This is an optimization exercise on Yosys and OpenROAD, whose aim is small area and a short achievable clock period, not a production implementation.
Function was checked by simulation only, so behaviour that the tests miss may differ from the original.
Power is estimated from default activity; no workload was simulated.

### flow/config.mk
export PLATFORM = sky130hd
export DESIGN_NAME = wallaceMulTop
export DESIGN_NICKNAME = wallaceMulTop
export VERILOG_FILES = /design/flow/design.v
export SDC_FILE = /design/flow/constraint.sdc
export NUM_CORES = 4
export LEC_CHECK = 0
export ABC_CLOCK_PERIOD_IN_PS = 2500
export CAP_MARGIN = 20
export CORE_MARGIN = 2
export CORE_UTILIZATION = 60
export SETUP_SLACK_MARGIN = 2.0
export SLEW_MARGIN = 20
export SYNTH_HIERARCHICAL = 1
### flow/constraint.sdc
create_clock -name core_clock -period 4.3 [get_ports {clk}]
set_input_delay 0.8600 -clock core_clock [delete_from_list [all_inputs] [get_ports {clk}]]
set_output_delay 0.8600 -clock core_clock [all_outputs]
set_load 0.01 [all_outputs]
### flow/design.v
`timescale 1ns/1ps
package mulPkg;
	localparam int OpWidth   = 16;
	localparam int ProdWidth = 2 * OpWidth;
endpackage
`timescale 1ns/1ps
`timescale 1ns/1ps
module fullAdd (
	input  logic a,
	input  logic b,
	input  logic c,
	output logic s,
	output logic co
);
	assign s  = a ^ b ^ c;
	assign co = (a & b) | (a & c) | (b & c);
endmodule
module halfAdd (
	input  logic a,
	input  logic b,
	output logic s,
	output logic co
);
	assign s  = a ^ b;
	assign co = a & b;
endmodule
module boothEnc (
	input  logic [2:0] b,
	output logic       one,
	output logic       two,
	output logic       neg
);
	assign one = b[1] ^ b[0];
	assign two = (b[2] & ~b[1] & ~b[0]) | (~b[2] & b[1] & b[0]);
	assign neg = b[2];
endmodule
`timescale 1ns/1ps
`timescale 1ns/1ps
`timescale 1ns/1ps
`timescale 1ns/1ps
module wallaceMulTop (
	input  logic        clk,
	input  logic        arstN,
	input  logic        reqValid,
	input  logic [15:0] reqOpA,
	input  logic [15:0] reqOpB,
	output logic        respValid,
	output logic [31:0] respProduct
);
	logic        valid1_q;
	logic        valid2_q;
	logic [124:0] s1_d;
	logic [124:0] s1_q;
	logic [49:0] s2_d;
	logic [49:0] s2_q;
	logic [31:0] rowA;
	logic [31:0] rowB;
	logic [31:0] sum;
	always_ff @(posedge clk or negedge arstN) begin
		if (!arstN) begin
			valid1_q  <= 1'b0;
			valid2_q  <= 1'b0;
			respValid <= 1'b0;
		end else begin
			valid1_q  <= reqValid;
			valid2_q  <= valid1_q;
			respValid <= valid2_q;
		end
	end
	always_ff @(posedge clk) begin
		s1_q        <= s1_d;
		s2_q        <= s2_d;
		respProduct <= sum;
	end
	logic [16:0] bx;
	logic [7:0]  one;
	logic [7:0]  two;
	logic [7:0]  neg;
	assign bx = {reqOpB, 1'b0};
	for (genvar i = 0; i < 8; i++) begin : gEnc
		boothEnc uEnc (.b(bx[2*i+2:2*i]), .one(one[i]), .two(two[i]), .neg(neg[i]));
	end
	logic pp0_0;
	logic pp0_1;
	logic pp0_2;
	logic pp0_3;
	logic pp0_4;
	logic pp0_5;
	logic pp0_6;
	logic pp0_7;
	logic pp0_8;
	logic pp0_9;
	logic pp0_10;
	logic pp0_11;
	logic pp0_12;
	logic pp0_13;
	logic pp0_14;
	logic pp0_15;
	logic pp0_16;
	logic pp1_0;
	logic pp1_1;
	logic pp1_2;
	logic pp1_3;
	logic pp1_4;
	logic pp1_5;
	logic pp1_6;
	logic pp1_7;
	logic pp1_8;
	logic pp1_9;
	logic pp1_10;
	logic pp1_11;
	logic pp1_12;
	logic pp1_13;
	logic pp1_14;
	logic pp1_15;
	logic pp1_16;
	logic pp2_0;
	logic pp2_1;
	logic pp2_2;
	logic pp2_3;
	logic pp2_4;
	logic pp2_5;
	logic pp2_6;
	logic pp2_7;
	logic pp2_8;
	logic pp2_9;
	logic pp2_10;
	logic pp2_11;
	logic pp2_12;
	logic pp2_13;
	logic pp2_14;
	logic pp2_15;
	logic pp2_16;
	logic pp3_0;
	logic pp3_1;
	logic pp3_2;
	logic pp3_3;
	logic pp3_4;
	logic pp3_5;
	logic pp3_6;
	logic pp3_7;
	logic pp3_8;
	logic pp3_9;
	logic pp3_10;
	logic pp3_11;
	logic pp3_12;
	logic pp3_13;
	logic pp3_14;
	logic pp3_15;
	logic pp3_16;
	logic pp4_0;
	logic pp4_1;
	logic pp4_2;
	logic pp4_3;
	logic pp4_4;
	logic pp4_5;
	logic pp4_6;
	logic pp4_7;
	logic pp4_8;
	logic pp4_9;
	logic pp4_10;
	logic pp4_11;
	logic pp4_12;
	logic pp4_13;
	logic pp4_14;
	logic pp4_15;
	logic pp4_16;
	logic pp5_0;
	logic pp5_1;
	logic pp5_2;
	logic pp5_3;
	logic pp5_4;
	logic pp5_5;
	logic pp5_6;
	logic pp5_7;
	logic pp5_8;
	logic pp5_9;
	logic pp5_10;
	logic pp5_11;
	logic pp5_12;
	logic pp5_13;
	logic pp5_14;
	logic pp5_15;
	logic pp5_16;
	logic pp6_0;
	logic pp6_1;
	logic pp6_2;
	logic pp6_3;
	logic pp6_4;
	logic pp6_5;
	logic pp6_6;
	logic pp6_7;
	logic pp6_8;
	logic pp6_9;
	logic pp6_10;
	logic pp6_11;
	logic pp6_12;
	logic pp6_13;
	logic pp6_14;
	logic pp6_15;
	logic pp6_16;
	logic pp7_0;
	logic pp7_1;
	logic pp7_2;
	logic pp7_3;
	logic pp7_4;
	logic pp7_5;
	logic pp7_6;
	logic pp7_7;
	logic pp7_8;
	logic pp7_9;
	logic pp7_10;
	logic pp7_11;
	logic pp7_12;
	logic pp7_13;
	logic pp7_14;
	logic pp7_15;
	logic pp7_16;
	logic pp8_0;
	logic pp8_1;
	logic pp8_2;
	logic pp8_3;
	logic pp8_4;
	logic pp8_5;
	logic pp8_6;
	logic pp8_7;
	logic pp8_8;
	logic pp8_9;
	logic pp8_10;
	logic pp8_11;
	logic pp8_12;
	logic pp8_13;
	logic pp8_14;
	logic pp8_15;
	assign pp0_0 = (one[0] & reqOpA[0]) ^ neg[0];
	assign pp0_1 = ((one[0] & reqOpA[1]) | (two[0] & reqOpA[0])) ^ neg[0];
	assign pp0_2 = ((one[0] & reqOpA[2]) | (two[0] & reqOpA[1])) ^ neg[0];
	assign pp0_3 = ((one[0] & reqOpA[3]) | (two[0] & reqOpA[2])) ^ neg[0];
	assign pp0_4 = ((one[0] & reqOpA[4]) | (two[0] & reqOpA[3])) ^ neg[0];
	assign pp0_5 = ((one[0] & reqOpA[5]) | (two[0] & reqOpA[4])) ^ neg[0];
	assign pp0_6 = ((one[0] & reqOpA[6]) | (two[0] & reqOpA[5])) ^ neg[0];
	assign pp0_7 = ((one[0] & reqOpA[7]) | (two[0] & reqOpA[6])) ^ neg[0];
	assign pp0_8 = ((one[0] & reqOpA[8]) | (two[0] & reqOpA[7])) ^ neg[0];
	assign pp0_9 = ((one[0] & reqOpA[9]) | (two[0] & reqOpA[8])) ^ neg[0];
	assign pp0_10 = ((one[0] & reqOpA[10]) | (two[0] & reqOpA[9])) ^ neg[0];
	assign pp0_11 = ((one[0] & reqOpA[11]) | (two[0] & reqOpA[10])) ^ neg[0];
	assign pp0_12 = ((one[0] & reqOpA[12]) | (two[0] & reqOpA[11])) ^ neg[0];
	assign pp0_13 = ((one[0] & reqOpA[13]) | (two[0] & reqOpA[12])) ^ neg[0];
	assign pp0_14 = ((one[0] & reqOpA[14]) | (two[0] & reqOpA[13])) ^ neg[0];
	assign pp0_15 = ((one[0] & reqOpA[15]) | (two[0] & reqOpA[14])) ^ neg[0];
	assign pp0_16 = (two[0] & reqOpA[15]) ^ neg[0];
	assign pp1_0 = (one[1] & reqOpA[0]) ^ neg[1];
	assign pp1_1 = ((one[1] & reqOpA[1]) | (two[1] & reqOpA[0])) ^ neg[1];
	assign pp1_2 = ((one[1] & reqOpA[2]) | (two[1] & reqOpA[1])) ^ neg[1];
	assign pp1_3 = ((one[1] & reqOpA[3]) | (two[1] & reqOpA[2])) ^ neg[1];
	assign pp1_4 = ((one[1] & reqOpA[4]) | (two[1] & reqOpA[3])) ^ neg[1];
	assign pp1_5 = ((one[1] & reqOpA[5]) | (two[1] & reqOpA[4])) ^ neg[1];
	assign pp1_6 = ((one[1] & reqOpA[6]) | (two[1] & reqOpA[5])) ^ neg[1];
	assign pp1_7 = ((one[1] & reqOpA[7]) | (two[1] & reqOpA[6])) ^ neg[1];
	assign pp1_8 = ((one[1] & reqOpA[8]) | (two[1] & reqOpA[7])) ^ neg[1];
	assign pp1_9 = ((one[1] & reqOpA[9]) | (two[1] & reqOpA[8])) ^ neg[1];
	assign pp1_10 = ((one[1] & reqOpA[10]) | (two[1] & reqOpA[9])) ^ neg[1];
	assign pp1_11 = ((one[1] & reqOpA[11]) | (two[1] & reqOpA[10])) ^ neg[1];
	assign pp1_12 = ((one[1] & reqOpA[12]) | (two[1] & reqOpA[11])) ^ neg[1];
	assign pp1_13 = ((one[1] & reqOpA[13]) | (two[1] & reqOpA[12])) ^ neg[1];
	assign pp1_14 = ((one[1] & reqOpA[14]) | (two[1] & reqOpA[13])) ^ neg[1];
	assign pp1_15 = ((one[1] & reqOpA[15]) | (two[1] & reqOpA[14])) ^ neg[1];
	assign pp1_16 = (two[1] & reqOpA[15]) ^ neg[1];
	assign pp2_0 = (one[2] & reqOpA[0]) ^ neg[2];
	assign pp2_1 = ((one[2] & reqOpA[1]) | (two[2] & reqOpA[0])) ^ neg[2];
	assign pp2_2 = ((one[2] & reqOpA[2]) | (two[2] & reqOpA[1])) ^ neg[2];
	assign pp2_3 = ((one[2] & reqOpA[3]) | (two[2] & reqOpA[2])) ^ neg[2];
	assign pp2_4 = ((one[2] & reqOpA[4]) | (two[2] & reqOpA[3])) ^ neg[2];
	assign pp2_5 = ((one[2] & reqOpA[5]) | (two[2] & reqOpA[4])) ^ neg[2];
	assign pp2_6 = ((one[2] & reqOpA[6]) | (two[2] & reqOpA[5])) ^ neg[2];
	assign pp2_7 = ((one[2] & reqOpA[7]) | (two[2] & reqOpA[6])) ^ neg[2];
	assign pp2_8 = ((one[2] & reqOpA[8]) | (two[2] & reqOpA[7])) ^ neg[2];
	assign pp2_9 = ((one[2] & reqOpA[9]) | (two[2] & reqOpA[8])) ^ neg[2];
	assign pp2_10 = ((one[2] & reqOpA[10]) | (two[2] & reqOpA[9])) ^ neg[2];
	assign pp2_11 = ((one[2] & reqOpA[11]) | (two[2] & reqOpA[10])) ^ neg[2];
	assign pp2_12 = ((one[2] & reqOpA[12]) | (two[2] & reqOpA[11])) ^ neg[2];
	assign pp2_13 = ((one[2] & reqOpA[13]) | (two[2] & reqOpA[12])) ^ neg[2];
	assign pp2_14 = ((one[2] & reqOpA[14]) | (two[2] & reqOpA[13])) ^ neg[2];
	assign pp2_15 = ((one[2] & reqOpA[15]) | (two[2] & reqOpA[14])) ^ neg[2];
	assign pp2_16 = (two[2] & reqOpA[15]) ^ neg[2];
	assign pp3_0 = (one[3] & reqOpA[0]) ^ neg[3];
	assign pp3_1 = ((one[3] & reqOpA[1]) | (two[3] & reqOpA[0])) ^ neg[3];
	assign pp3_2 = ((one[3] & reqOpA[2]) | (two[3] & reqOpA[1])) ^ neg[3];
	assign pp3_3 = ((one[3] & reqOpA[3]) | (two[3] & reqOpA[2])) ^ neg[3];
	assign pp3_4 = ((one[3] & reqOpA[4]) | (two[3] & reqOpA[3])) ^ neg[3];
	assign pp3_5 = ((one[3] & reqOpA[5]) | (two[3] & reqOpA[4])) ^ neg[3];
	assign pp3_6 = ((one[3] & reqOpA[6]) | (two[3] & reqOpA[5])) ^ neg[3];
	assign pp3_7 = ((one[3] & reqOpA[7]) | (two[3] & reqOpA[6])) ^ neg[3];
	assign pp3_8 = ((one[3] & reqOpA[8]) | (two[3] & reqOpA[7])) ^ neg[3];
	assign pp3_9 = ((one[3] & reqOpA[9]) | (two[3] & reqOpA[8])) ^ neg[3];
	assign pp3_10 = ((one[3] & reqOpA[10]) | (two[3] & reqOpA[9])) ^ neg[3];
	assign pp3_11 = ((one[3] & reqOpA[11]) | (two[3] & reqOpA[10])) ^ neg[3];
	assign pp3_12 = ((one[3] & reqOpA[12]) | (two[3] & reqOpA[11])) ^ neg[3];
	assign pp3_13 = ((one[3] & reqOpA[13]) | (two[3] & reqOpA[12])) ^ neg[3];
	assign pp3_14 = ((one[3] & reqOpA[14]) | (two[3] & reqOpA[13])) ^ neg[3];
	assign pp3_15 = ((one[3] & reqOpA[15]) | (two[3] & reqOpA[14])) ^ neg[3];
	assign pp3_16 = (two[3] & reqOpA[15]) ^ neg[3];
	assign pp4_0 = (one[4] & reqOpA[0]) ^ neg[4];
	assign pp4_1 = ((one[4] & reqOpA[1]) | (two[4] & reqOpA[0])) ^ neg[4];
	assign pp4_2 = ((one[4] & reqOpA[2]) | (two[4] & reqOpA[1])) ^ neg[4];
	assign pp4_3 = ((one[4] & reqOpA[3]) | (two[4] & reqOpA[2])) ^ neg[4];
	assign pp4_4 = ((one[4] & reqOpA[4]) | (two[4] & reqOpA[3])) ^ neg[4];
	assign pp4_5 = ((one[4] & reqOpA[5]) | (two[4] & reqOpA[4])) ^ neg[4];
	assign pp4_6 = ((one[4] & reqOpA[6]) | (two[4] & reqOpA[5])) ^ neg[4];
	assign pp4_7 = ((one[4] & reqOpA[7]) | (two[4] & reqOpA[6])) ^ neg[4];
	assign pp4_8 = ((one[4] & reqOpA[8]) | (two[4] & reqOpA[7])) ^ neg[4];
	assign pp4_9 = ((one[4] & reqOpA[9]) | (two[4] & reqOpA[8])) ^ neg[4];
	assign pp4_10 = ((one[4] & reqOpA[10]) | (two[4] & reqOpA[9])) ^ neg[4];
	assign pp4_11 = ((one[4] & reqOpA[11]) | (two[4] & reqOpA[10])) ^ neg[4];
	assign pp4_12 = ((one[4] & reqOpA[12]) | (two[4] & reqOpA[11])) ^ neg[4];
	assign pp4_13 = ((one[4] & reqOpA[13]) | (two[4] & reqOpA[12])) ^ neg[4];
	assign pp4_14 = ((one[4] & reqOpA[14]) | (two[4] & reqOpA[13])) ^ neg[4];
	assign pp4_15 = ((one[4] & reqOpA[15]) | (two[4] & reqOpA[14])) ^ neg[4];
	assign pp4_16 = (two[4] & reqOpA[15]) ^ neg[4];
	assign pp5_0 = (one[5] & reqOpA[0]) ^ neg[5];
	assign pp5_1 = ((one[5] & reqOpA[1]) | (two[5] & reqOpA[0])) ^ neg[5];
	assign pp5_2 = ((one[5] & reqOpA[2]) | (two[5] & reqOpA[1])) ^ neg[5];
	assign pp5_3 = ((one[5] & reqOpA[3]) | (two[5] & reqOpA[2])) ^ neg[5];
	assign pp5_4 = ((one[5] & reqOpA[4]) | (two[5] & reqOpA[3])) ^ neg[5];
	assign pp5_5 = ((one[5] & reqOpA[5]) | (two[5] & reqOpA[4])) ^ neg[5];
	assign pp5_6 = ((one[5] & reqOpA[6]) | (two[5] & reqOpA[5])) ^ neg[5];
	assign pp5_7 = ((one[5] & reqOpA[7]) | (two[5] & reqOpA[6])) ^ neg[5];
	assign pp5_8 = ((one[5] & reqOpA[8]) | (two[5] & reqOpA[7])) ^ neg[5];
	assign pp5_9 = ((one[5] & reqOpA[9]) | (two[5] & reqOpA[8])) ^ neg[5];
	assign pp5_10 = ((one[5] & reqOpA[10]) | (two[5] & reqOpA[9])) ^ neg[5];
	assign pp5_11 = ((one[5] & reqOpA[11]) | (two[5] & reqOpA[10])) ^ neg[5];
	assign pp5_12 = ((one[5] & reqOpA[12]) | (two[5] & reqOpA[11])) ^ neg[5];
	assign pp5_13 = ((one[5] & reqOpA[13]) | (two[5] & reqOpA[12])) ^ neg[5];
	assign pp5_14 = ((one[5] & reqOpA[14]) | (two[5] & reqOpA[13])) ^ neg[5];
	assign pp5_15 = ((one[5] & reqOpA[15]) | (two[5] & reqOpA[14])) ^ neg[5];
	assign pp5_16 = (two[5] & reqOpA[15]) ^ neg[5];
	assign pp6_0 = (one[6] & reqOpA[0]) ^ neg[6];
	assign pp6_1 = ((one[6] & reqOpA[1]) | (two[6] & reqOpA[0])) ^ neg[6];
	assign pp6_2 = ((one[6] & reqOpA[2]) | (two[6] & reqOpA[1])) ^ neg[6];
	assign pp6_3 = ((one[6] & reqOpA[3]) | (two[6] & reqOpA[2])) ^ neg[6];
	assign pp6_4 = ((one[6] & reqOpA[4]) | (two[6] & reqOpA[3])) ^ neg[6];
	assign pp6_5 = ((one[6] & reqOpA[5]) | (two[6] & reqOpA[4])) ^ neg[6];
	assign pp6_6 = ((one[6] & reqOpA[6]) | (two[6] & reqOpA[5])) ^ neg[6];
	assign pp6_7 = ((one[6] & reqOpA[7]) | (two[6] & reqOpA[6])) ^ neg[6];
	assign pp6_8 = ((one[6] & reqOpA[8]) | (two[6] & reqOpA[7])) ^ neg[6];
	assign pp6_9 = ((one[6] & reqOpA[9]) | (two[6] & reqOpA[8])) ^ neg[6];
	assign pp6_10 = ((one[6] & reqOpA[10]) | (two[6] & reqOpA[9])) ^ neg[6];
	assign pp6_11 = ((one[6] & reqOpA[11]) | (two[6] & reqOpA[10])) ^ neg[6];
	assign pp6_12 = ((one[6] & reqOpA[12]) | (two[6] & reqOpA[11])) ^ neg[6];
	assign pp6_13 = ((one[6] & reqOpA[13]) | (two[6] & reqOpA[12])) ^ neg[6];
	assign pp6_14 = ((one[6] & reqOpA[14]) | (two[6] & reqOpA[13])) ^ neg[6];
	assign pp6_15 = ((one[6] & reqOpA[15]) | (two[6] & reqOpA[14])) ^ neg[6];
	assign pp6_16 = (two[6] & reqOpA[15]) ^ neg[6];
	assign pp7_0 = (one[7] & reqOpA[0]) ^ neg[7];
	assign pp7_1 = ((one[7] & reqOpA[1]) | (two[7] & reqOpA[0])) ^ neg[7];
	assign pp7_2 = ((one[7] & reqOpA[2]) | (two[7] & reqOpA[1])) ^ neg[7];
	assign pp7_3 = ((one[7] & reqOpA[3]) | (two[7] & reqOpA[2])) ^ neg[7];
	assign pp7_4 = ((one[7] & reqOpA[4]) | (two[7] & reqOpA[3])) ^ neg[7];
	assign pp7_5 = ((one[7] & reqOpA[5]) | (two[7] & reqOpA[4])) ^ neg[7];
	assign pp7_6 = ((one[7] & reqOpA[6]) | (two[7] & reqOpA[5])) ^ neg[7];
	assign pp7_7 = ((one[7] & reqOpA[7]) | (two[7] & reqOpA[6])) ^ neg[7];
	assign pp7_8 = ((one[7] & reqOpA[8]) | (two[7] & reqOpA[7])) ^ neg[7];
	assign pp7_9 = ((one[7] & reqOpA[9]) | (two[7] & reqOpA[8])) ^ neg[7];
	assign pp7_10 = ((one[7] & reqOpA[10]) | (two[7] & reqOpA[9])) ^ neg[7];
	assign pp7_11 = ((one[7] & reqOpA[11]) | (two[7] & reqOpA[10])) ^ neg[7];
	assign pp7_12 = ((one[7] & reqOpA[12]) | (two[7] & reqOpA[11])) ^ neg[7];
	assign pp7_13 = ((one[7] & reqOpA[13]) | (two[7] & reqOpA[12])) ^ neg[7];
	assign pp7_14 = ((one[7] & reqOpA[14]) | (two[7] & reqOpA[13])) ^ neg[7];
	assign pp7_15 = ((one[7] & reqOpA[15]) | (two[7] & reqOpA[14])) ^ neg[7];
	assign pp7_16 = (two[7] & reqOpA[15]) ^ neg[7];
	assign pp8_0 = reqOpA[0] & reqOpB[15];
	assign pp8_1 = reqOpA[1] & reqOpB[15];
	assign pp8_2 = reqOpA[2] & reqOpB[15];
	assign pp8_3 = reqOpA[3] & reqOpB[15];
	assign pp8_4 = reqOpA[4] & reqOpB[15];
	assign pp8_5 = reqOpA[5] & reqOpB[15];
	assign pp8_6 = reqOpA[6] & reqOpB[15];
	assign pp8_7 = reqOpA[7] & reqOpB[15];
	assign pp8_8 = reqOpA[8] & reqOpB[15];
	assign pp8_9 = reqOpA[9] & reqOpB[15];
	assign pp8_10 = reqOpA[10] & reqOpB[15];
	assign pp8_11 = reqOpA[11] & reqOpB[15];
	assign pp8_12 = reqOpA[12] & reqOpB[15];
	assign pp8_13 = reqOpA[13] & reqOpB[15];
	assign pp8_14 = reqOpA[14] & reqOpB[15];
	assign pp8_15 = reqOpA[15] & reqOpB[15];
	logic xs1;
	logic xc2;
	logic xs3;
	logic xc4;
	logic xs5;
	logic xc6;
	logic xs7;
	logic xc8;
	logic xs9;
	logic xc10;
	logic xs11;
	logic xc12;
	logic xs13;
	logic xc14;
	logic xs15;
	logic xc16;
	logic xs17;
	logic xc18;
	logic xs19;
	logic xc20;
	logic xs21;
	logic xc22;
	logic xs23;
	logic xc24;
	logic xs25;
	logic xc26;
	logic xs27;
	logic xc28;
	logic xs29;
	logic xc30;
	logic xs31;
	logic xc32;
	logic xs33;
	logic xc34;
	logic xs35;
	logic xc36;
	logic xs37;
	logic xc38;
	logic xs39;
	logic xc40;
	logic xs41;
	logic xc42;
	logic xs43;
	logic xc44;
	logic xs45;
	logic xc46;
	logic xs47;
	logic xc48;
	logic xs49;
	logic xc50;
	logic xs51;
	logic xc52;
	logic xs53;
	logic xc54;
	logic xs55;
	logic xc56;
	logic xs57;
	logic xc58;
	logic xs59;
	logic xc60;
	logic xs61;
	logic xc62;
	logic xs63;
	logic xc64;
	logic xs65;
	logic xc66;
	logic xs67;
	logic xc68;
	logic xs69;
	logic xc70;
	logic xs71;
	logic xc72;
	logic xs73;
	logic xc74;
	logic xs75;
	logic xc76;
	logic xs77;
	logic xc78;
	logic xs79;
	logic xc80;
	logic xs81;
	logic xc82;
	logic xs83;
	logic xc84;
	logic xs85;
	logic xc86;
	logic xs87;
	logic xc88;
	logic xs89;
	logic xc90;
	logic xs91;
	logic xc92;
	logic xs93;
	logic xc94;
	logic xs95;
	logic xc96;
	logic xs97;
	logic xc98;
	logic xs99;
	logic xc100;
	logic xs101;
	logic xc102;
	logic xs103;
	logic xc104;
	logic xs105;
	logic xc106;
	logic xs107;
	logic xc108;
	logic xs109;
	logic xc110;
	logic xs111;
	logic xc112;
	halfAdd uxs1 (.a(neg[0]), .b(pp0_0), .s(xs1), .co(xc2));
	halfAdd uxs3 (.a(pp0_1), .b(xc2), .s(xs3), .co(xc4));
	fullAdd uxs5 (.a(neg[1]), .b(pp0_2), .c(pp1_0), .s(xs5), .co(xc6));
	halfAdd uxs7 (.a(pp0_3), .b(pp1_1), .s(xs7), .co(xc8));
	fullAdd uxs9 (.a(neg[2]), .b(pp0_4), .c(pp1_2), .s(xs9), .co(xc10));
	halfAdd uxs11 (.a(pp2_0), .b(xc8), .s(xs11), .co(xc12));
	fullAdd uxs13 (.a(pp0_5), .b(pp1_3), .c(pp2_1), .s(xs13), .co(xc14));
	fullAdd uxs15 (.a(neg[3]), .b(pp0_6), .c(pp1_4), .s(xs15), .co(xc16));
	fullAdd uxs17 (.a(pp0_7), .b(pp1_5), .c(pp2_3), .s(xs17), .co(xc18));
	fullAdd uxs19 (.a(neg[4]), .b(pp0_8), .c(pp1_6), .s(xs19), .co(xc20));
	fullAdd uxs21 (.a(pp2_4), .b(pp3_2), .c(pp4_0), .s(xs21), .co(xc22));
	fullAdd uxs23 (.a(pp0_9), .b(pp1_7), .c(pp2_5), .s(xs23), .co(xc24));
	fullAdd uxs25 (.a(neg[5]), .b(pp0_10), .c(pp1_8), .s(xs25), .co(xc26));
	fullAdd uxs27 (.a(pp2_6), .b(pp3_4), .c(pp4_2), .s(xs27), .co(xc28));
	fullAdd uxs29 (.a(pp0_11), .b(pp1_9), .c(pp2_7), .s(xs29), .co(xc30));
	fullAdd uxs31 (.a(pp3_5), .b(pp4_3), .c(pp5_1), .s(xs31), .co(xc32));
	fullAdd uxs33 (.a(neg[6]), .b(pp0_12), .c(pp1_10), .s(xs33), .co(xc34));
	fullAdd uxs35 (.a(pp2_8), .b(pp3_6), .c(pp4_4), .s(xs35), .co(xc36));
	fullAdd uxs37 (.a(pp0_13), .b(pp1_11), .c(pp2_9), .s(xs37), .co(xc38));
	fullAdd uxs39 (.a(pp3_7), .b(pp4_5), .c(pp5_3), .s(xs39), .co(xc40));
	fullAdd uxs41 (.a(neg[7]), .b(pp0_14), .c(pp1_12), .s(xs41), .co(xc42));
	fullAdd uxs43 (.a(pp2_10), .b(pp3_8), .c(pp4_6), .s(xs43), .co(xc44));
	fullAdd uxs45 (.a(pp5_4), .b(pp6_2), .c(pp7_0), .s(xs45), .co(xc46));
	fullAdd uxs47 (.a(pp0_15), .b(pp1_13), .c(pp2_11), .s(xs47), .co(xc48));
	fullAdd uxs49 (.a(pp3_9), .b(pp4_7), .c(pp5_5), .s(xs49), .co(xc50));
	fullAdd uxs51 (.a(pp8_0), .b(pp0_16), .c(pp1_14), .s(xs51), .co(xc52));
	fullAdd uxs53 (.a(pp2_12), .b(pp3_10), .c(pp4_8), .s(xs53), .co(xc54));
	fullAdd uxs55 (.a(pp5_6), .b(pp6_4), .c(pp7_2), .s(xs55), .co(xc56));
	fullAdd uxs57 (.a(pp8_1), .b(neg[0]), .c(pp1_15), .s(xs57), .co(xc58));
	fullAdd uxs59 (.a(pp2_13), .b(pp3_11), .c(pp4_9), .s(xs59), .co(xc60));
	fullAdd uxs61 (.a(pp5_7), .b(pp6_5), .c(pp7_3), .s(xs61), .co(xc62));
	fullAdd uxs63 (.a(pp8_2), .b(neg[0]), .c(pp1_16), .s(xs63), .co(xc64));
	fullAdd uxs65 (.a(pp2_14), .b(pp3_12), .c(pp4_10), .s(xs65), .co(xc66));
	fullAdd uxs67 (.a(pp5_8), .b(pp6_6), .c(pp7_4), .s(xs67), .co(xc68));
	fullAdd uxs69 (.a(pp8_3), .b(~neg[0]), .c(~neg[1]), .s(xs69), .co(xc70));
	fullAdd uxs71 (.a(pp2_15), .b(pp3_13), .c(pp4_11), .s(xs71), .co(xc72));
	fullAdd uxs73 (.a(pp5_9), .b(pp6_7), .c(pp7_5), .s(xs73), .co(xc74));
	assign xs75 = ~(pp8_4 ^ xc70);
	assign xc76 = pp8_4 | xc70;
	fullAdd uxs77 (.a(pp2_16), .b(pp3_14), .c(pp4_12), .s(xs77), .co(xc78));
	fullAdd uxs79 (.a(pp5_10), .b(pp6_8), .c(pp7_6), .s(xs79), .co(xc80));
	fullAdd uxs81 (.a(pp8_5), .b(~neg[2]), .c(pp3_15), .s(xs81), .co(xc82));
	fullAdd uxs83 (.a(pp4_13), .b(pp5_11), .c(pp6_9), .s(xs83), .co(xc84));
	assign xs85 = ~(pp8_6 ^ pp3_16);
	assign xc86 = pp8_6 | pp3_16;
	fullAdd uxs87 (.a(pp4_14), .b(pp5_12), .c(pp6_10), .s(xs87), .co(xc88));
	fullAdd uxs89 (.a(pp8_7), .b(~neg[3]), .c(pp4_15), .s(xs89), .co(xc90));
	fullAdd uxs91 (.a(pp5_13), .b(pp6_11), .c(pp7_9), .s(xs91), .co(xc92));
	assign xs93 = ~(pp8_8 ^ pp4_16);
	assign xc94 = pp8_8 | pp4_16;
	fullAdd uxs95 (.a(pp5_14), .b(pp6_12), .c(pp7_10), .s(xs95), .co(xc96));
	fullAdd uxs97 (.a(pp8_9), .b(~neg[4]), .c(pp5_15), .s(xs97), .co(xc98));
	assign xs99 = ~(pp8_10 ^ pp5_16);
	assign xc100 = pp8_10 | pp5_16;
	fullAdd uxs101 (.a(pp8_11), .b(~neg[5]), .c(pp6_15), .s(xs101), .co(xc102));
	halfAdd uxs103 (.a(pp7_13), .b(xc100), .s(xs103), .co(xc104));
	assign xs105 = ~(pp8_12 ^ pp6_16);
	assign xc106 = pp8_12 | pp6_16;
	fullAdd uxs107 (.a(pp8_13), .b(~neg[6]), .c(pp7_15), .s(xs107), .co(xc108));
	assign xs109 = ~(pp8_14 ^ pp7_16);
	assign xc110 = pp8_14 | pp7_16;
	halfAdd uxs111 (.a(pp8_15), .b(~neg[7]), .s(xs111), .co(xc112));
	assign s1_d[0] = xs1;  
	assign s1_d[1] = xs3;  
	assign s1_d[2] = xc4;  
	assign s1_d[3] = xs5;  
	assign s1_d[4] = xs7;  
	assign s1_d[5] = xc6;  
	assign s1_d[6] = xs9;  
	assign s1_d[7] = xs11;  
	assign s1_d[8] = xc10;  
	assign s1_d[9] = xc12;  
	assign s1_d[10] = xs13;  
	assign s1_d[11] = pp2_2;  
	assign s1_d[12] = pp3_0;  
	assign s1_d[13] = xc14;  
	assign s1_d[14] = xs15;  
	assign s1_d[15] = pp3_1;  
	assign s1_d[16] = xc16;  
	assign s1_d[17] = xs17;  
	assign s1_d[18] = xc18;  
	assign s1_d[19] = xs19;  
	assign s1_d[20] = xs21;  
	assign s1_d[21] = pp3_3;  
	assign s1_d[22] = pp4_1;  
	assign s1_d[23] = xc20;  
	assign s1_d[24] = xc22;  
	assign s1_d[25] = xs23;  
	assign s1_d[26] = pp5_0;  
	assign s1_d[27] = xc24;  
	assign s1_d[28] = xs25;  
	assign s1_d[29] = xs27;  
	assign s1_d[30] = xc26;  
	assign s1_d[31] = xc28;  
	assign s1_d[32] = xs29;  
	assign s1_d[33] = xs31;  
	assign s1_d[34] = pp5_2;  
	assign s1_d[35] = pp6_0;  
	assign s1_d[36] = xc30;  
	assign s1_d[37] = xc32;  
	assign s1_d[38] = xs33;  
	assign s1_d[39] = xs35;  
	assign s1_d[40] = pp6_1;  
	assign s1_d[41] = xc34;  
	assign s1_d[42] = xc36;  
	assign s1_d[43] = xs37;  
	assign s1_d[44] = xs39;  
	assign s1_d[45] = xc38;  
	assign s1_d[46] = xc40;  
	assign s1_d[47] = xs41;  
	assign s1_d[48] = xs43;  
	assign s1_d[49] = xs45;  
	assign s1_d[50] = pp6_3;  
	assign s1_d[51] = pp7_1;  
	assign s1_d[52] = xc42;  
	assign s1_d[53] = xc44;  
	assign s1_d[54] = xc46;  
	assign s1_d[55] = xs47;  
	assign s1_d[56] = xs49;  
	assign s1_d[57] = xc48;  
	assign s1_d[58] = xc50;  
	assign s1_d[59] = xs51;  
	assign s1_d[60] = xs53;  
	assign s1_d[61] = xs55;  
	assign s1_d[62] = xc52;  
	assign s1_d[63] = xc54;  
	assign s1_d[64] = xc56;  
	assign s1_d[65] = xs57;  
	assign s1_d[66] = xs59;  
	assign s1_d[67] = xs61;  
	assign s1_d[68] = xc58;  
	assign s1_d[69] = xc60;  
	assign s1_d[70] = xc62;  
	assign s1_d[71] = xs63;  
	assign s1_d[72] = xs65;  
	assign s1_d[73] = xs67;  
	assign s1_d[74] = xs69;  
	assign s1_d[75] = xc64;  
	assign s1_d[76] = xc66;  
	assign s1_d[77] = xc68;  
	assign s1_d[78] = xs71;  
	assign s1_d[79] = xs73;  
	assign s1_d[80] = xs75;  
	assign s1_d[81] = xc72;  
	assign s1_d[82] = xc74;  
	assign s1_d[83] = xs77;  
	assign s1_d[84] = xs79;  
	assign s1_d[85] = pp7_7;  
	assign s1_d[86] = xc76;  
	assign s1_d[87] = xc78;  
	assign s1_d[88] = xc80;  
	assign s1_d[89] = xs81;  
	assign s1_d[90] = xs83;  
	assign s1_d[91] = pp7_8;  
	assign s1_d[92] = xs85;  
	assign s1_d[93] = xc82;  
	assign s1_d[94] = xc84;  
	assign s1_d[95] = xs87;  
	assign s1_d[96] = xc86;  
	assign s1_d[97] = xc88;  
	assign s1_d[98] = xs89;  
	assign s1_d[99] = xs91;  
	assign s1_d[100] = xs93;  
	assign s1_d[101] = xc90;  
	assign s1_d[102] = xc92;  
	assign s1_d[103] = xs95;  
	assign s1_d[104] = pp6_13;  
	assign s1_d[105] = pp7_11;  
	assign s1_d[106] = xc94;  
	assign s1_d[107] = xc96;  
	assign s1_d[108] = xs97;  
	assign s1_d[109] = pp6_14;  
	assign s1_d[110] = pp7_12;  
	assign s1_d[111] = xs99;  
	assign s1_d[112] = xc98;  
	assign s1_d[113] = xs101;  
	assign s1_d[114] = xs103;  
	assign s1_d[115] = pp7_14;  
	assign s1_d[116] = xs105;  
	assign s1_d[117] = xc102;  
	assign s1_d[118] = xc104;  
	assign s1_d[119] = xc106;  
	assign s1_d[120] = xs107;  
	assign s1_d[121] = xs109;  
	assign s1_d[122] = xc108;  
	assign s1_d[123] = xs111;  
	assign s1_d[124] = xc110;  
	logic ys113;
	logic yc114;
	logic ys115;
	logic yc116;
	logic ys117;
	logic yc118;
	logic ys119;
	logic yc120;
	logic ys121;
	logic yc122;
	logic ys123;
	logic yc124;
	logic ys125;
	logic yc126;
	logic ys127;
	logic yc128;
	logic ys129;
	logic yc130;
	logic ys131;
	logic yc132;
	logic ys133;
	logic yc134;
	logic ys135;
	logic yc136;
	logic ys137;
	logic yc138;
	logic ys139;
	logic yc140;
	logic ys141;
	logic yc142;
	logic ys143;
	logic yc144;
	logic ys145;
	logic yc146;
	logic ys147;
	logic yc148;
	logic ys149;
	logic yc150;
	logic ys151;
	logic yc152;
	logic ys153;
	logic yc154;
	logic ys155;
	logic yc156;
	logic ys157;
	logic yc158;
	logic ys159;
	logic yc160;
	logic ys161;
	logic yc162;
	logic ys163;
	logic yc164;
	logic ys165;
	logic yc166;
	logic ys167;
	logic yc168;
	logic ys169;
	logic yc170;
	logic ys171;
	logic yc172;
	logic ys173;
	logic yc174;
	logic ys175;
	logic yc176;
	logic ys177;
	logic yc178;
	logic ys179;
	logic yc180;
	logic ys181;
	logic yc182;
	logic ys183;
	logic yc184;
	logic ys185;
	logic yc186;
	logic ys187;
	logic yc188;
	logic ys189;
	logic yc190;
	logic ys191;
	logic yc192;
	logic ys193;
	logic yc194;
	logic ys195;
	logic yc196;
	logic ys197;
	logic yc198;
	logic ys199;
	logic yc200;
	logic ys201;
	logic yc202;
	logic ys203;
	logic yc204;
	logic ys205;
	logic yc206;
	logic ys207;
	logic yc208;
	logic ys209;
	logic yc210;
	logic ys211;
	logic yc212;
	logic ys213;
	logic yc214;
	logic ys215;
	logic yc216;
	logic ys217;
	logic yc218;
	logic ys219;
	logic yc220;
	logic ys221;
	logic yc222;
	logic ys223;
	logic yc224;
	logic ys225;
	logic yc226;
	logic ys227;
	logic yc228;
	logic ys229;
	logic yc230;
	logic ys231;
	logic yc232;
	logic ys233;
	logic yc234;
	logic ys235;
	logic yc236;
	logic ys237;
	logic yc238;
	logic ys239;
	logic yc240;
	logic ys241;
	logic yc242;
	logic ys243;
	logic yc244;
	logic ys245;
	logic yc246;
	logic ys247;
	logic yc248;
	logic ys249;
	logic yc250;
	logic ys251;
	logic yc252;
	logic ys253;
	logic yc254;
	logic ys255;
	logic yc256;
	logic ys257;
	logic yc258;
	logic ys259;
	logic yc260;
	logic ys261;
	logic yc262;
	logic ys263;
	logic yc264;
	logic ys265;
	logic yc266;
	logic ys267;
	logic yc268;
	logic ys269;
	logic yc270;
	logic ys271;
	logic yc272;
	logic ys273;
	logic yc274;
	logic ys275;
	logic yc276;
	logic ys277;
	logic yc278;
	logic ys279;
	logic yc280;
	logic ys281;
	logic yc282;
	logic ys283;
	logic yc284;
	halfAdd uys113 (.a(s1_q[2]), .b(s1_q[3]), .s(ys113), .co(yc114));
	fullAdd uys115 (.a(s1_q[4]), .b(s1_q[5]), .c(yc114), .s(ys115), .co(yc116));
	fullAdd uys117 (.a(s1_q[6]), .b(s1_q[7]), .c(yc116), .s(ys117), .co(yc118));
	fullAdd uys119 (.a(s1_q[8]), .b(s1_q[9]), .c(s1_q[10]), .s(ys119), .co(yc120));
	halfAdd uys121 (.a(ys119), .b(yc118), .s(ys121), .co(yc122));
	fullAdd uys123 (.a(s1_q[11]), .b(s1_q[12]), .c(s1_q[13]), .s(ys123), .co(yc124));
	fullAdd uys125 (.a(s1_q[14]), .b(yc120), .c(ys123), .s(ys125), .co(yc126));
	halfAdd uys127 (.a(ys125), .b(yc122), .s(ys127), .co(yc128));
	fullAdd uys129 (.a(s1_q[15]), .b(s1_q[16]), .c(s1_q[17]), .s(ys129), .co(yc130));
	fullAdd uys131 (.a(yc124), .b(ys129), .c(yc126), .s(ys131), .co(yc132));
	halfAdd uys133 (.a(ys131), .b(yc128), .s(ys133), .co(yc134));
	fullAdd uys135 (.a(s1_q[18]), .b(s1_q[19]), .c(s1_q[20]), .s(ys135), .co(yc136));
	fullAdd uys137 (.a(yc130), .b(ys135), .c(yc132), .s(ys137), .co(yc138));
	fullAdd uys139 (.a(s1_q[21]), .b(s1_q[22]), .c(s1_q[23]), .s(ys139), .co(yc140));
	fullAdd uys141 (.a(s1_q[24]), .b(s1_q[25]), .c(yc136), .s(ys141), .co(yc142));
	halfAdd uys143 (.a(ys139), .b(ys141), .s(ys143), .co(yc144));
	fullAdd uys145 (.a(s1_q[26]), .b(s1_q[27]), .c(s1_q[28]), .s(ys145), .co(yc146));
	fullAdd uys147 (.a(s1_q[29]), .b(yc140), .c(ys145), .s(ys147), .co(yc148));
	fullAdd uys149 (.a(yc142), .b(ys147), .c(yc144), .s(ys149), .co(yc150));
	fullAdd uys151 (.a(s1_q[30]), .b(s1_q[31]), .c(s1_q[32]), .s(ys151), .co(yc152));
	fullAdd uys153 (.a(s1_q[33]), .b(yc146), .c(ys151), .s(ys153), .co(yc154));
	halfAdd uys155 (.a(yc148), .b(ys153), .s(ys155), .co(yc156));
	fullAdd uys157 (.a(s1_q[34]), .b(s1_q[35]), .c(s1_q[36]), .s(ys157), .co(yc158));
	fullAdd uys159 (.a(s1_q[37]), .b(s1_q[38]), .c(s1_q[39]), .s(ys159), .co(yc160));
	fullAdd uys161 (.a(yc152), .b(ys157), .c(ys159), .s(ys161), .co(yc162));
	fullAdd uys163 (.a(yc154), .b(ys161), .c(yc156), .s(ys163), .co(yc164));
	fullAdd uys165 (.a(s1_q[40]), .b(s1_q[41]), .c(s1_q[42]), .s(ys165), .co(yc166));
	fullAdd uys167 (.a(s1_q[43]), .b(s1_q[44]), .c(yc158), .s(ys167), .co(yc168));
	fullAdd uys169 (.a(yc160), .b(ys165), .c(yc162), .s(ys169), .co(yc170));
	halfAdd uys171 (.a(ys167), .b(ys169), .s(ys171), .co(yc172));
	fullAdd uys173 (.a(s1_q[45]), .b(s1_q[46]), .c(s1_q[47]), .s(ys173), .co(yc174));
	fullAdd uys175 (.a(s1_q[48]), .b(s1_q[49]), .c(yc166), .s(ys175), .co(yc176));
	fullAdd uys177 (.a(ys173), .b(yc168), .c(ys175), .s(ys177), .co(yc178));
	halfAdd uys179 (.a(yc170), .b(ys177), .s(ys179), .co(yc180));
	fullAdd uys181 (.a(s1_q[50]), .b(s1_q[51]), .c(s1_q[52]), .s(ys181), .co(yc182));
	fullAdd uys183 (.a(s1_q[53]), .b(s1_q[54]), .c(s1_q[55]), .s(ys183), .co(yc184));
	fullAdd uys185 (.a(s1_q[56]), .b(yc174), .c(ys181), .s(ys185), .co(yc186));
	fullAdd uys187 (.a(ys183), .b(yc176), .c(ys185), .s(ys187), .co(yc188));
	halfAdd uys189 (.a(yc178), .b(ys187), .s(ys189), .co(yc190));
	fullAdd uys191 (.a(s1_q[57]), .b(s1_q[58]), .c(s1_q[59]), .s(ys191), .co(yc192));
	fullAdd uys193 (.a(s1_q[60]), .b(s1_q[61]), .c(yc182), .s(ys193), .co(yc194));
	fullAdd uys195 (.a(yc184), .b(ys191), .c(yc186), .s(ys195), .co(yc196));
	fullAdd uys197 (.a(ys193), .b(yc188), .c(ys195), .s(ys197), .co(yc198));
	fullAdd uys199 (.a(s1_q[62]), .b(s1_q[63]), .c(s1_q[64]), .s(ys199), .co(yc200));
	fullAdd uys201 (.a(s1_q[65]), .b(s1_q[66]), .c(s1_q[67]), .s(ys201), .co(yc202));
	fullAdd uys203 (.a(yc192), .b(ys199), .c(ys201), .s(ys203), .co(yc204));
	fullAdd uys205 (.a(yc194), .b(ys203), .c(yc196), .s(ys205), .co(yc206));
	fullAdd uys207 (.a(s1_q[68]), .b(s1_q[69]), .c(s1_q[70]), .s(ys207), .co(yc208));
	fullAdd uys209 (.a(s1_q[71]), .b(s1_q[72]), .c(s1_q[73]), .s(ys209), .co(yc210));
	fullAdd uys211 (.a(yc200), .b(yc202), .c(ys207), .s(ys211), .co(yc212));
	fullAdd uys213 (.a(ys209), .b(yc204), .c(ys211), .s(ys213), .co(yc214));
	fullAdd uys215 (.a(s1_q[74]), .b(s1_q[75]), .c(s1_q[76]), .s(ys215), .co(yc216));
	fullAdd uys217 (.a(s1_q[77]), .b(s1_q[78]), .c(s1_q[79]), .s(ys217), .co(yc218));
	fullAdd uys219 (.a(yc208), .b(yc210), .c(ys215), .s(ys219), .co(yc220));
	fullAdd uys221 (.a(ys217), .b(yc212), .c(ys219), .s(ys221), .co(yc222));
	fullAdd uys223 (.a(s1_q[80]), .b(s1_q[81]), .c(s1_q[82]), .s(ys223), .co(yc224));
	fullAdd uys225 (.a(s1_q[83]), .b(s1_q[84]), .c(yc216), .s(ys225), .co(yc226));
	fullAdd uys227 (.a(yc218), .b(ys223), .c(yc220), .s(ys227), .co(yc228));
	fullAdd uys229 (.a(ys225), .b(yc222), .c(ys227), .s(ys229), .co(yc230));
	fullAdd uys231 (.a(s1_q[85]), .b(s1_q[86]), .c(s1_q[87]), .s(ys231), .co(yc232));
	fullAdd uys233 (.a(s1_q[88]), .b(s1_q[89]), .c(s1_q[90]), .s(ys233), .co(yc234));
	fullAdd uys235 (.a(yc224), .b(ys231), .c(ys233), .s(ys235), .co(yc236));
	fullAdd uys237 (.a(yc226), .b(ys235), .c(yc228), .s(ys237), .co(yc238));
	fullAdd uys239 (.a(s1_q[91]), .b(s1_q[92]), .c(s1_q[93]), .s(ys239), .co(yc240));
	fullAdd uys241 (.a(s1_q[94]), .b(s1_q[95]), .c(yc232), .s(ys241), .co(yc242));
	fullAdd uys243 (.a(yc234), .b(ys239), .c(yc236), .s(ys243), .co(yc244));
	halfAdd uys245 (.a(ys241), .b(ys243), .s(ys245), .co(yc246));
	fullAdd uys247 (.a(s1_q[96]), .b(s1_q[97]), .c(s1_q[98]), .s(ys247), .co(yc248));
	fullAdd uys249 (.a(s1_q[99]), .b(yc240), .c(ys247), .s(ys249), .co(yc250));
	fullAdd uys251 (.a(yc242), .b(ys249), .c(yc244), .s(ys251), .co(yc252));
	fullAdd uys253 (.a(s1_q[100]), .b(s1_q[101]), .c(s1_q[102]), .s(ys253), .co(yc254));
	fullAdd uys255 (.a(s1_q[103]), .b(yc248), .c(ys253), .s(ys255), .co(yc256));
	halfAdd uys257 (.a(yc250), .b(ys255), .s(ys257), .co(yc258));
	fullAdd uys259 (.a(s1_q[104]), .b(s1_q[105]), .c(s1_q[106]), .s(ys259), .co(yc260));
	fullAdd uys261 (.a(s1_q[107]), .b(s1_q[108]), .c(yc254), .s(ys261), .co(yc262));
	fullAdd uys263 (.a(ys259), .b(yc256), .c(ys261), .s(ys263), .co(yc264));
	fullAdd uys265 (.a(s1_q[109]), .b(s1_q[110]), .c(s1_q[111]), .s(ys265), .co(yc266));
	fullAdd uys267 (.a(s1_q[112]), .b(yc260), .c(ys265), .s(ys267), .co(yc268));
	fullAdd uys269 (.a(yc262), .b(ys267), .c(yc264), .s(ys269), .co(yc270));
	fullAdd uys271 (.a(s1_q[113]), .b(s1_q[114]), .c(yc266), .s(ys271), .co(yc272));
	halfAdd uys273 (.a(yc268), .b(ys271), .s(ys273), .co(yc274));
	fullAdd uys275 (.a(s1_q[115]), .b(s1_q[116]), .c(s1_q[117]), .s(ys275), .co(yc276));
	fullAdd uys277 (.a(s1_q[118]), .b(ys275), .c(yc272), .s(ys277), .co(yc278));
	fullAdd uys279 (.a(s1_q[119]), .b(s1_q[120]), .c(yc276), .s(ys279), .co(yc280));
	fullAdd uys281 (.a(s1_q[121]), .b(s1_q[122]), .c(yc280), .s(ys281), .co(yc282));
	fullAdd uys283 (.a(s1_q[123]), .b(s1_q[124]), .c(yc282), .s(ys283), .co(yc284));
	assign s2_d[0] = s1_q[0];  
	assign s2_d[1] = s1_q[1];  
	assign s2_d[2] = ys113;  
	assign s2_d[3] = ys115;  
	assign s2_d[4] = ys117;  
	assign s2_d[5] = ys121;  
	assign s2_d[6] = ys127;  
	assign s2_d[7] = ys133;  
	assign s2_d[8] = yc134;  
	assign s2_d[9] = ys137;  
	assign s2_d[10] = ys143;  
	assign s2_d[11] = yc138;  
	assign s2_d[12] = ys149;  
	assign s2_d[13] = ys155;  
	assign s2_d[14] = yc150;  
	assign s2_d[15] = ys163;  
	assign s2_d[16] = yc164;  
	assign s2_d[17] = ys171;  
	assign s2_d[18] = yc172;  
	assign s2_d[19] = ys179;  
	assign s2_d[20] = yc180;  
	assign s2_d[21] = ys189;  
	assign s2_d[22] = yc190;  
	assign s2_d[23] = ys197;  
	assign s2_d[24] = yc198;  
	assign s2_d[25] = ys205;  
	assign s2_d[26] = ys213;  
	assign s2_d[27] = yc206;  
	assign s2_d[28] = yc214;  
	assign s2_d[29] = ys221;  
	assign s2_d[30] = ys229;  
	assign s2_d[31] = yc230;  
	assign s2_d[32] = ys237;  
	assign s2_d[33] = yc238;  
	assign s2_d[34] = ys245;  
	assign s2_d[35] = yc246;  
	assign s2_d[36] = ys251;  
	assign s2_d[37] = ys257;  
	assign s2_d[38] = yc252;  
	assign s2_d[39] = yc258;  
	assign s2_d[40] = ys263;  
	assign s2_d[41] = ys269;  
	assign s2_d[42] = ys273;  
	assign s2_d[43] = yc270;  
	assign s2_d[44] = yc274;  
	assign s2_d[45] = ys277;  
	assign s2_d[46] = ys279;  
	assign s2_d[47] = yc278;  
	assign s2_d[48] = ys281;  
	assign s2_d[49] = ys283;  
	assign rowA[0] = s2_q[0];
	assign rowB[0] = 1'b0;
	assign rowA[1] = s2_q[1];
	assign rowB[1] = 1'b0;
	assign rowA[2] = s2_q[2];
	assign rowB[2] = 1'b0;
	assign rowA[3] = s2_q[3];
	assign rowB[3] = 1'b0;
	assign rowA[4] = s2_q[4];
	assign rowB[4] = 1'b0;
	assign rowA[5] = s2_q[5];
	assign rowB[5] = 1'b0;
	assign rowA[6] = s2_q[6];
	assign rowB[6] = 1'b0;
	assign rowA[7] = s2_q[7];
	assign rowB[7] = 1'b0;
	assign rowA[8] = s2_q[8];
	assign rowB[8] = s2_q[9];
	assign rowA[9] = s2_q[10];
	assign rowB[9] = s2_q[11];
	assign rowA[10] = s2_q[12];
	assign rowB[10] = 1'b0;
	assign rowA[11] = s2_q[13];
	assign rowB[11] = s2_q[14];
	assign rowA[12] = s2_q[15];
	assign rowB[12] = 1'b0;
	assign rowA[13] = s2_q[16];
	assign rowB[13] = s2_q[17];
	assign rowA[14] = s2_q[18];
	assign rowB[14] = s2_q[19];
	assign rowA[15] = s2_q[20];
	assign rowB[15] = s2_q[21];
	assign rowA[16] = s2_q[22];
	assign rowB[16] = s2_q[23];
	assign rowA[17] = s2_q[24];
	assign rowB[17] = s2_q[25];
	assign rowA[18] = s2_q[26];
	assign rowB[18] = s2_q[27];
	assign rowA[19] = s2_q[28];
	assign rowB[19] = s2_q[29];
	assign rowA[20] = s2_q[30];
	assign rowB[20] = 1'b0;
	assign rowA[21] = s2_q[31];
	assign rowB[21] = s2_q[32];
	assign rowA[22] = s2_q[33];
	assign rowB[22] = s2_q[34];
	assign rowA[23] = s2_q[35];
	assign rowB[23] = s2_q[36];
	assign rowA[24] = s2_q[37];
	assign rowB[24] = s2_q[38];
	assign rowA[25] = s2_q[39];
	assign rowB[25] = s2_q[40];
	assign rowA[26] = s2_q[41];
	assign rowB[26] = 1'b0;
	assign rowA[27] = s2_q[42];
	assign rowB[27] = s2_q[43];
	assign rowA[28] = s2_q[44];
	assign rowB[28] = s2_q[45];
	assign rowA[29] = s2_q[46];
	assign rowB[29] = s2_q[47];
	assign rowA[30] = s2_q[48];
	assign rowB[30] = 1'b0;
	assign rowA[31] = s2_q[49];
	assign rowB[31] = 1'b0;
	assign sum = rowA + rowB;
endmodule
### flow/flow/run.sh
#!/bin/bash
# The standard layout (standard.sh, unchanged synthesis) with two changes:
# the port buffers are plain buf_2 cells instead of the delay buffers that
# buffer_ports picks by default, and the clock tree is built from clkbuf_8 cells without dummy loads.
set -euo pipefail
export BUFFER_PORTS_ARGS="-buffer_cell sky130_fd_sc_hd__buf_2"
export CTS_ARGS="-sink_clustering_enable -repair_clock_nets -buf_list sky130_fd_sc_hd__clkbuf_8 -dont_use_dummy_load -sink_clustering_size 14 -sink_clustering_max_diameter 100"
bash standard.sh > standard.log 2>&1
### flow/standard.sh
#!/bin/bash
# synth_recipe.tcl (not shown) runs the flow's synth.tcl, then flattens the netlist and writes it again
# the make line also repeats each setting of config.mk as NAME=value (left out here)
make -C /OpenROAD-flow-scripts/flow DESIGN_CONFIG=/design/flow/config.mk WORK_HOME=/design/flow/orfs CLKGATE_MAP_FILE= SYNTH_SCRIPT=/design/flow/synth_recipe.tcl "${@:-finish}"
==> results.sh, run 1 <==
export IMPL_final_nets=1162
export IMPL_path_class="flop to flop"
export IMPL_synth_seq_area_share=0.384
export IMPL_rows=49
export IMPL_hold_viol_final=0
export IMPL_setup_viol=0
export IMPL_grt_max_degree=33
export IMPL_max_clock_freq_mhz=436
export IMPL_insertion_delay_ns=0.52
export IMPL_finalMaxSlewViolations=0
export IMPL_core_area_sq_um=18000
export IMPL_fin_area_sq_um=11900
export IMPL_maxCapViolations=0
export IMPL_critPathRequiredTime_ns=4.70
export IMPL_antenna_found_initial=0
export IMPL_gp_congestion=0.857
export IMPL_ir_drop_mv=0.389
export IMPL_seqCellArea_sq_um=4220
export IMPL_synth_top_area_frac=0.377
export IMPL_routed_via_density=5.91
export IMPL_dpl_hpwl_microns=17100
export IMPL_syn_to_final_growth_pct=8.37
export IMPL_vias=7052
export IMPL_ys_types=53
export IMPL_synthCells=940
export IMPL_pwr_density_cell_nw_per_um2=683
export IMPL_hold_buffers=0
export IMPL_drc=0
export IMPL_placed_area_sq_um=11300
export IMPL_cts_num_sinks=210
export IMPL_synth_area_mux_share=0.000911
export IMPL_multiInputGateArea_sq_um=6410
export IMPL_synth_compound_gate_area_share=0.131
export IMPL_min_path_type="input pin to async pin"
export IMPL_grt_overflow=0
export IMPL_worst_pin_slew_ns=0.574
export IMPL_rsz0062_at_grt="true"
export IMPL_fin_skew_ns=0.0148
export IMPL_port_buffers=67
export IMPL_fin_tns_setup_ns=0
export IMPL_yosys_area_top_type="dfxtp_1"
export IMPL_h_tree_depth=1
export IMPL_postRouteAntennaNets=0
export IMPL_cts_max_path_buffers=3
export IMPL_synthAdderAreaFrac=0.265
export IMPL_cp_start_kind="flop"
export IMPL_synth_cell_area_sq_um=11000
export IMPL_pin_count=68
export IMPL_cts_root_buf="clkbuf_8"
export IMPL_dr_pass1_iters=5
export IMPL_cts_buffers=18
export IMPL_diodes=0
export IMPL_wire_per_inst_microns=20.7
export IMPL_synth_seq_cells=210
export IMPL_synth_warnings=7
export IMPL_cts_tree="yes"
export IMPL_path_max_fanout=3
export IMPL_critPathArrivalTime_ns=2.69
export IMPL_drt_iter0_drc=457
export IMPL_postSynthAreaPerCell_sq_um=11.7
export IMPL_grt_pass1_vias=7323
export IMPL_slew_headroom=0.617
export IMPL_synthXorXnorAreaFrac=0.130
export IMPL_fin_crit_ns=2.29
export IMPL_clk_pin_slew_worst_paths_ns=0.09
export IMPL_die_area_sq_um=19400
export IMPL_ys_flop_type="dfxtp_1"
export IMPL_synth_edf_count=0
export IMPL_fp_dieH_microns=139
export IMPL_drive_above_1_share=0.148
export IMPL_initial_core_util=0.612
export IMPL_fill_cells=1428
export IMPL_netlist_top_cells_area="dfxtp_1 (38%), fa_1 (22%), xnor2_1 (12%), a22oi_1 (8.2%), ha_1 (4.8%)"
export IMPL_p_leak_nw=4.73
export IMPL_grt_usage=0.256
export IMPL_wirelength_microns=24700
export IMPL_async_flop_share=0.0143
export IMPL_grt_pass1_wl_microns=39400
export IMPL_endpoint_kind="flop"
export IMPL_status="no timing/DRC/antenna violations"
export IMPL_post_route_period_util=0.533
export IMPL_synth_top_family_by_area="adder cells"
export IMPL_synth_simple_area_share=0.0453
export IMPL_chipWidth_microns=139
## cell usage in the layout (no fill, tap or decap), types with 4 or more instances in the layout
cell type	instances
dfxtp_1	207
xnor2_1	148
a22oi_1	120
fa_1	111
buf_2	61
nand2_1	45
ha_1	42
inv_1	27
buf_4	25
clkbuf_8	18
nor2_1	16
a21oi_1	16
xor2_1	14
and2_1	10
nand2b_1	9
o21ai_0	8
fa_2	8
o22ai_4	8
buf_12	7
nand4_1	5
a21o_1	4
o211ai_1	4
## cell families (layout without fill, tap and decap cells)
logic type	Yosys count	count (layout)
mux	1	1
xor+xnor	163	163
compound gates	186	186
buf+inv	117	139
simple gates	101	101
other cells	1	3
flops	210	210
fa+ha+maj	161	161
## where the power goes
part	internal [mW]	leakage, nW	switching [mW]	total, mW
registers	2.75	1.78	0.353	3.11
logic	1.83	2.82	2.21	4.04
clock network	0.376	0.129	0.609	0.985
## registers in the layout (all words and copies together) (netlist names)
name,count
s1_q,125
s2_q,50
respProduct,32
respValid,1
valid1_q,1
valid2_q,1
## per-module statistics from Yosys, one instance, submodules excluded
| module | flops+latches | copies in the design | cells inside | area, sq um |
|---|---|---|---|---|
| boothEnc | 0 | 8 | 5 | 38.8 |
| halfAdd | 0 | 18 | 1 | 12.5 |
| fullAdd | 0 | 118 | 1 | 20.0 |
| wallaceMulTop | 210 | 1 | 764 | 8090 |
## cells in the mapped netlist, drive strengths merged, types with 3 or more instances
cell type,count
dfxtp,207
xnor2,148
a22oi,120
fa,119
clkbuf,74
nand2,45
ha,42
inv,27
a21oi,18
buf,16
nor2,16
xor2,15
and2,10
o22ai,10
nand2b,9
o21ai,9
a21o,5
nand4,5
o211ai,4
a211oi,3
a311oi,3
dfrtp,3
nand3,3
nor3,3
## layout make-up
type / instances / area share
clock buffers: 18 / 0.0208
flip-flops and latches: 210 / 0.354
repair buffers: 94 / 0.0541
well taps: 229 / 0.0241
inverters: 27 / 0.00851
multi-input cells: 615 / 0.538
## critical path, stage by stage, from the launching register on
cell      delay (ns)
dfxtp_1         0.31
ha_1            0.27
fa_2            0.40
a311oi_2        0.32
nor4_2          0.09
buf_4           0.17
o41ai_2         0.21
buf_4           0.18
o21ai_1         0.07
xor2_1          0.14
## through the flow
stage	instances	total power [mW]	util	setup slack [ns]	hold WS, ns
after CTS	1192	8.13	0.660	2.01	0.102
after detailed placement	1158	7.07	0.630	0.878	0.312
after floorplan	942	5.89	-	2.00	0.310
final	1193	8.13	0.663	2.01	0.119
after global routing	1193	8.84	0.663	1.96	0.106
after global placement	1158	6.92	0.630	0.958	0.310
## timing repair
| item | CTS | global route |
|---|---|---|
| resized for setup | 16 | 11 |
| pin swaps | 7 | 2 |
| buffers inserted | 16 | 1 |
| setup endpoints to repair | 102 | 11 |
| gates cloned | 0 | 0 |
## worst paths after layout
path	start	endpoint	slack, ns	cells after the start
max	s2_q[8]	respProduct[26]	2.01	9
min	arstN	valid1_q	0.12	1
max reg2reg	s2_q[8]	respProduct[26]	2.01	9
min reg2reg	s2_q[7]	respProduct[7]	0.33	0
max in group asynchronous	arstN	valid2_q	4.08	1
min in group core_clock	s2_q[7]	respProduct[7]	0.33	0
## layer usage
layer | up-vias | track usage | share of wire | wire (microns)
li1 | 3177 | - | - | -
met2 | 307 | 0.395 | 0.45 | 11100
met1 | 3519 | 0.361 | 0.44 | 10900
met5 | - | 0 | 0 | 0
met4 | 0 | 0.0691 | 0.023 | 560
met3 | 49 | 0.0668 | 0.086 | 2110
==> run 2: changes to the inputs <==
--- a/flow/flow/run.sh
+++ b/flow/flow/run.sh
@@ -6,3 +6,3 @@
 export BUFFER_PORTS_ARGS="-buffer_cell sky130_fd_sc_hd__buf_2"
-export CTS_ARGS="-sink_clustering_enable -repair_clock_nets -buf_list sky130_fd_sc_hd__clkbuf_8 -dont_use_dummy_load -sink_clustering_size 14 -sink_clustering_max_diameter 100"
+export CTS_ARGS="-sink_clustering_enable -repair_clock_nets -buf_list sky130_fd_sc_hd__clkbuf_4 -dont_use_dummy_load -sink_clustering_size 10 -sink_clustering_max_diameter 60"
 bash standard.sh > standard.log 2>&1
--- a/flow/config.mk
+++ b/flow/config.mk
@@ -11,3 +11,3 @@
 export CORE_UTILIZATION = 60
-export SETUP_SLACK_MARGIN = 2.0
+export SETUP_SLACK_MARGIN = 2.1
 export SLEW_MARGIN = 20
==> run 2 against run 1 <==
Count of clock-buffer cells in the layout up 7. Still clean on timing, DRC and antenna. Synthesized cell count unchanged. Sequential share of layout area down 0.19 points. Global-route usage up 0.31 points. Final cell count up 0.92%. Critical path depth down 5. Fmax up 2.2%. Register-to-register slack better by 0.05 ns. Non-clock buffer count up 3.
==> results.sh, run 2 <==
export IMPL_status="no timing/DRC/antenna violations"
export IMPL_vias=7157
export IMPL_mostFrequentLayoutCells="dfxtp_1 (205), xnor2_1 (146), a22oi_1 (113)"
export IMPL_fill_cells=1393
export IMPL_postSynthAreaPerCell_sq_um=11.7
export IMPL_min_to="s2_q[1]"
export IMPL_ir_drop_mv=0.498
export IMPL_insertion_delay_ns=0.65
export IMPL_r2r_end="s2_q[23]"
export IMPL_yosys_area_top_type="dfxtp_1"
export IMPL_endpoint_kind="flop"
export IMPL_finalMaxSlewViolations=0
export IMPL_die_area_sq_um=19400
export IMPL_netlist_top_cells_area="dfxtp_1 (38%), fa_1 (22%), xnor2_1 (12%), a22oi_1 (8.2%), ha_1 (4.8%)"
export IMPL_maxCapViolations=0
export IMPL_synth_top_area_frac=0.377
export IMPL_cts_buffers=25
export IMPL_seqCellArea_sq_um=4220
export IMPL_path_max_fanout=1
export IMPL_pwr_density_cell_nw_per_um2=681
export IMPL_pin_count=68
export IMPL_rows=49
export IMPL_largest_reg_flops=125
export IMPL_synth_warnings=7
export IMPL_port_buffers=67
export IMPL_synth_seq_area_share=0.384
export IMPL_chipWidth_microns=139
export IMPL_synthCells=940
export IMPL_core_area_sq_um=18000
export IMPL_critPathArrivalTime_ns=2.79
export IMPL_regToRegSetupSlack_ns=2.06
export IMPL_fp_dieH_microns=139
export IMPL_fin_tns_setup_ns=0
export IMPL_post_route_period_util=0.521
export IMPL_synth_seq_cells=210
export IMPL_critPathRequiredTime_ns=4.85
export IMPL_drive_above_1_share=0.180
export IMPL_drc=0
export IMPL_routed_via_density=5.94
export IMPL_cts_max_path_buffers=3
export IMPL_drt_iter0_drc=403
export IMPL_final_cells=1204
export IMPL_synth_cell_area_sq_um=11000
export IMPL_wire_per_inst_microns=20.9
export IMPL_grt_usage=0.259
export IMPL_min_path_type="flop to flop"
export IMPL_grt_pass1_wl_microns=39900
export IMPL_cts_root_buf="clkbuf_4"
export IMPL_top_register="s1_q"
export IMPL_grt_max_degree=35
export IMPL_synth_most_common_cell="dfxtp_1"
export IMPL_cp_start_kind="flop"
export IMPL_path_class="flop to flop"
export IMPL_async_flop_share=0.0143
export IMPL_gp_congestion=0.860
export IMPL_initial_core_util=0.612
export IMPL_grt_overflow=0
export IMPL_h_tree_depth=1
export IMPL_postRouteAntennaNets=0
export IMPL_post_route_util=0.667
export IMPL_multiInputGateArea_sq_um=6520
export IMPL_placed_cells=1159
export IMPL_final_common_cell="dfxtp_1"
export IMPL_ys_flop_type="dfxtp_1"
export IMPL_hold_depth=0
export IMPL_clk_pin_slew_worst_paths_ns=0.11
export IMPL_synth_edf_count=0
export IMPL_reg_top3="s1_q (125), s2_q (50), respProduct (32)"
export IMPL_setup_viol=0
export IMPL_antenna_found_initial=1
export IMPL_wirelength_microns=25200
export IMPL_ys_types=53
export IMPL_rr_worst_depth=4
export IMPL_rsz0062_at_grt="true"
export IMPL_min_from="s1_q[1]"
export IMPL_synthTopCellsByCount="dfxtp_1 (207), xnor2_1 (148), a22oi_1 (120), fa_1 (119), clkbuf_1 (74)"
export IMPL_p_leak_nw=4.77
export IMPL_fin_crit_ns=2.24
export IMPL_grt_pass1_vias=7461
export IMPL_dpl_hpwl_microns=17400
export IMPL_fin_skew_ns=0.0817
export IMPL_r2r_start="s1_q[50]"
export IMPL_final_nets=1172
export IMPL_max_clock_freq_mhz=446
export IMPL_dr_pass1_iters=5
export IMPL_hold_viol_final=0
export IMPL_cts_num_sinks=210
export IMPL_cts_tree="yes"
export IMPL_syn_to_final_growth_pct=9.03
[run 2: per-module statistics from Yosys, one instance, submodules excluded]
module | copies in the design | area, sq um | cells inside | flip-flops and latches
boothEnc | 8 | 38.8 | 5 | 0
fullAdd | 118 | 20.0 | 1 | 0
wallaceMulTop | 1 | 8090 | 764 | 210
halfAdd | 18 | 12.5 | 1 | 0
[run 2: what timing repair did]
action	CTS	global route
resized for setup	22	11
gates cloned	0	0
pin swaps	8	9
hold buffers	1	0
buffers inserted	11	7
hold endpoints to repair	3	0
endpoints found under the setup margin	109	43
[run 2: critical path: stages (launching register included)]
cell	delay, ns
dfxtp_2	0.34
fa_1	0.56
fa_2	0.44
fa_2	0.35
fa_1	0.44
[run 2: area by class of cell]
class / count / share of cell area
Tap cell: 229 / 0.0239
Inverter: 27 / 0.00846
Sequential cell: 210 / 0.352
Clock buffer: 25 / 0.0157
Multi-Input combinational cell: 615 / 0.544
Timing Repair Buffer: 97 / 0.0550
Antenna cell: 1 / 0.000209
[run 2: where the power goes]
part	total, mW	switching [mW]	internal (mW)	leakage (nW)
Sequential	3.11	0.357	2.75	1.78
Clock	0.872	0.605	0.267	0.115
Combinational	4.17	2.28	1.89	2.88
[run 2: logic make-up (layout without fill, tap and decap cells)]
family / count (synthesis) / in the layout / synth area share
buffers and inverters: 117 / 149 / 0.0436
muxes: 1 / 1 / 0.000911
xor gates and xnor gates: 163 / 163 / 0.130
adders and majority gates: 161 / 161 / 0.265
DFF: 210 / 210 / 0.384
and+or+nand+nor: 101 / 101 / 0.0453
AOI/OAI and AO/OA: 186 / 186 / 0.131
other: 1 / 4 / 0.000341
[run 2: routing by layer]
layer  routed length (microns)  track usage
met5                         0            0
met4                       454       0.0665
met3                      1690       0.0489
met2                     11700        0.412
met1                     11300        0.368
[run 2: how the worst max path moves through the flow]
stage	from	end	slack, ns	depth (start not counted)
CTS	s1_q[50]	s2_q[23]	2.06	4
floorplan	reqOpB[14]	s1_q[61]	2.03	7
global placement	reqOpB[5]	s1_q[44]	0.89	6
finish	s1_q[50]	s2_q[23]	2.06	4
global route	s1_q[50]	s2_q[23]	2.00	4
detailed placement	reqOpB[5]	s1_q[39]	0.87	6
[run 2: through the flow]
step | power (mW) | hold slack (ns) | setup WS (ns) | area [sq um]
6_report | 8.16 | 0.258 | 2.06 | 12000
5_1_grt | 8.83 | 0.252 | 2.00 | 12000
4_1_cts | 8.06 | 0.261 | 2.06 | 11800
3_5_place_dp | 7.10 | 0.312 | 0.873 | 11400
3_3_place_gp | 6.97 | 0.310 | 0.889 | 11400
2_1_floorplan | 5.93 | 0.310 | 2.03 | 11300

port drivers added, routing unchanged:
How much do the figures lean on ideal ports? The routed layouts below were timed once more, with nothing changed but the port constraints. Step 1 (the two cells are an assumption about what drives the block):
set clk [get_ports {clk}]
set_driving_cell -lib_cell sky130_fd_sc_hd__clkbuf_16 $clk
set_driving_cell -lib_cell sky130_fd_sc_hd__buf_2 [delete_from_list [all_inputs] $clk]
Step 2 moves the port delays by t, midway between the first and last clock arrival at a register: inputs arrive t later, outputs are due t later. That takes back most of the time a late clock gives input paths. Three values: ideal ports, drivers, drivers and shift; two values: the first two.
run	t, ns	setup WS [ns]	clock arrival spread, ns	worst register clock-pin slew, ns	worst slew at a driven data input, ns
run 1	0.554	2.009 / 2.009 / 1.530	0.023 / 0.022	0.10 / 0.10	0.04
run 2	0.662	2.058 / 2.058 / 1.557	0.095 / 0.096	0.12 / 0.12	0.04
After both steps every run listed still meets setup and hold. The setup slack of run 2, which loses most, moves by 0.000 ns with the drivers and by -0.501 ns with both steps.
